This design comes from an exercise in tuning for small area and few clock cycles on the open sky130 flow, not from production work.
In this exercise RTL edits were held to simulation tests only and were not proved equivalent to the original.

## galvo_shape_point_generator
module galvo_shape_point_generator #(
    parameter int POINTS_PER_SHAPE = gspg_pkg::GSPG_POINTS_DEFAULT
) (
    input  logic        i_clk,
    input  logic        i_rst_n,
    input  logic        s_axis_tvalid,
    output logic        s_axis_tready,
    input  logic [7:0]  s_axis_tdata,   
    output logic        m_axis_tvalid,
    input  logic        m_axis_tready,
    output logic [47:0] m_axis_tdata,   
    input  logic        psel,
    input  logic        penable,
    input  logic        pwrite,
    input  logic [2:0]  paddr,
    input  logic [31:0] pwdata,
    output logic [31:0] prdata,
    output logic        pready
);
For scale: roughly 2,600 cells after synthesis, roughly 0.021 mm² of cells after synthesis.
clock: 11.5 ns
lec_check: 0
cap_margin: 20
core_margin: 2
core_utilization: 40
place_density: 0.45
slew_margin: 20
synth_hierarchical: 1
standard.sh (not shown) runs the stock make flow with config.mk's settings and CLKGATE_MAP_FILE= SYNTH_SCRIPT=/design/flow/synth_recipe.tcl, a recipe that flattens the netlist after the stock synthesis.
==> flow/flow/run.sh <==
#!/bin/bash
set -o pipefail
export BUFFER_PORTS_ARGS="-buffer_cell sky130_fd_sc_hd__buf_1"
export PRE_GLOBAL_PLACE_TCL="$PWD/flow/pre_gpl.tcl"
bash standard.sh > standard.log 2>&1
==> flow/flow/pre_gpl.tcl <==
# Buffers that timing-driven global placement inserts: the smaller sizes only.
set_dont_use [get_lib_cells {sky130_fd_sc_hd__buf_4 sky130_fd_sc_hd__buf_6 sky130_fd_sc_hd__buf_8 sky130_fd_sc_hd__buf_12 sky130_fd_sc_hd__buf_16}]
Testbench counts at the start, summed over its fixed seeds: cycles 24,078.
Then changed:
==> flow/flow/run.sh (replaced) <==
#!/bin/bash
# Layout: the standard flow (standard.sh), with the port buffers that global placement
# inserts made of the smallest buffer cell (sky130_fd_sc_hd__buf_1) instead of the default
# choice. The flow's output goes to standard.log; ORFS's own logs are under orfs/logs.
set -o pipefail
export BUFFER_PORTS_ARGS="-buffer_cell sky130_fd_sc_hd__buf_1"
bash standard.sh > standard.log 2>&1
--- a/flow/config.mk
+++ b/flow/config.mk
@@ -9,4 +9,4 @@
 export CORE_MARGIN = 2
-export CORE_UTILIZATION = 40
-export PLACE_DENSITY = 0.45
+export CORE_UTILIZATION = 55
+export PLACE_DENSITY = 0.8
 export SLEW_MARGIN = 20
removed: flow/flow/pre_gpl.tcl
The new run finished with timing, DRC and antenna clean.
Via count grows by about 4.4%.
Design area fell by 2.7%.
Clock skew hardly moves.
Then changed:
--- a/flow/config.mk
+++ b/flow/config.mk
@@ -9,4 +9,4 @@
 export CORE_MARGIN = 2
-export CORE_UTILIZATION = 55
-export PLACE_DENSITY = 0.8
+export CORE_UTILIZATION = 40
+export PLACE_DENSITY = 0.45
 export SLEW_MARGIN = 20
Effect: The new run went through all stages and came out clean. Worst setup slack is better by 0.061 ns. Clock-buffer cell count decreases by 2. Global-route usage drops by 7.6 points. Maximum frequency grows slightly. Utilization falls by 15 points. Cell count came out higher by a few percent. Clock skew barely changes.
Then changed:
--- a/flow/config.mk
+++ b/flow/config.mk
@@ -9,4 +9,4 @@
 export CORE_MARGIN = 2
-export CORE_UTILIZATION = 40
-export PLACE_DENSITY = 0.45
+export CORE_UTILIZATION = 55
+export PLACE_DENSITY = 0.65
 export SLEW_MARGIN = 20
Via count climbs by about 2%.
Register-to-register slack is worse by 0.05 ns.
Synthesized cell count stays the same.
Then changed:
--- a/flow/config.mk
+++ b/flow/config.mk
@@ -9,4 +9,4 @@
 export CORE_MARGIN = 2
-export CORE_UTILIZATION = 55
-export PLACE_DENSITY = 0.65
+export CORE_UTILIZATION = 40
+export PLACE_DENSITY = 0.8
 export SLEW_MARGIN = 20
Outcome: Fmax is higher by 2.0%; first-iteration DRC count came out higher by 18%; final cell count rises by 5.3%; design area increases by 0.69%.
Then changed:
--- a/flow/config.mk
+++ b/flow/config.mk
@@ -10,3 +10,3 @@
 export CORE_UTILIZATION = 40
-export PLACE_DENSITY = 0.8
+export PLACE_DENSITY = 0.65
 export SLEW_MARGIN = 20
Outcome: The changed run finished with timing, DRC and antenna clean; cell count climbs by 0.39%; design area climbs by 0.62%; hold slack improves by 0.025 ns; wire length climbs by 8.6%; core utilization climbs by 0.27 points; non-clock buffer count climbs by 17.

==> re-timing with driven ports <==
The results above use ideal ports. As a check the final layouts listed here were re-extracted and re-timed, cells and wires unchanged.
Step 1 sets driving cells, clkbuf_16 on the clock port and buf_2 on the other inputs (assumed; they add their load-dependent delay and slew).
Step 2 also shifts input and output timing later by t, the mid clock arrival at the registers, as if the neighbouring blocks saw the same clock.
Slacks: ideal ports / drivers / drivers and shift; pairs: ideal ports / drivers.
| run | t (ns) | setup WS [ns] | worst setup path at the end | slew at the worst register clock pin (ns) | pins driven straight from the clock port |
|---|---|---|---|---|---|
| the first run | 0.448 | 0.435 / 0.380 / 0.828 | register to output | 0.10 / 0.10 | 1 |
| the second run | 0.435 | 0.459 / 0.406 / 0.842 | register to output | 0.10 / 0.10 | 1 |
| the third run | 0.454 | 0.520 / 0.463 / 0.916 | register to output | 0.10 / 0.10 | 1 |
| the fourth run | 0.418 | 0.402 / 0.353 / 0.771 | register to output | 0.08 / 0.08 | 1 |
| the fifth run | 0.438 | 0.618 / 0.559 / 0.996 | register to output | 0.09 / 0.09 | 1 |
| the sixth run | 0.426 | 0.487 / 0.438 / 0.864 | register to output | 0.09 / 0.09 | 1 |
After both steps setup and hold are still met in every run listed.
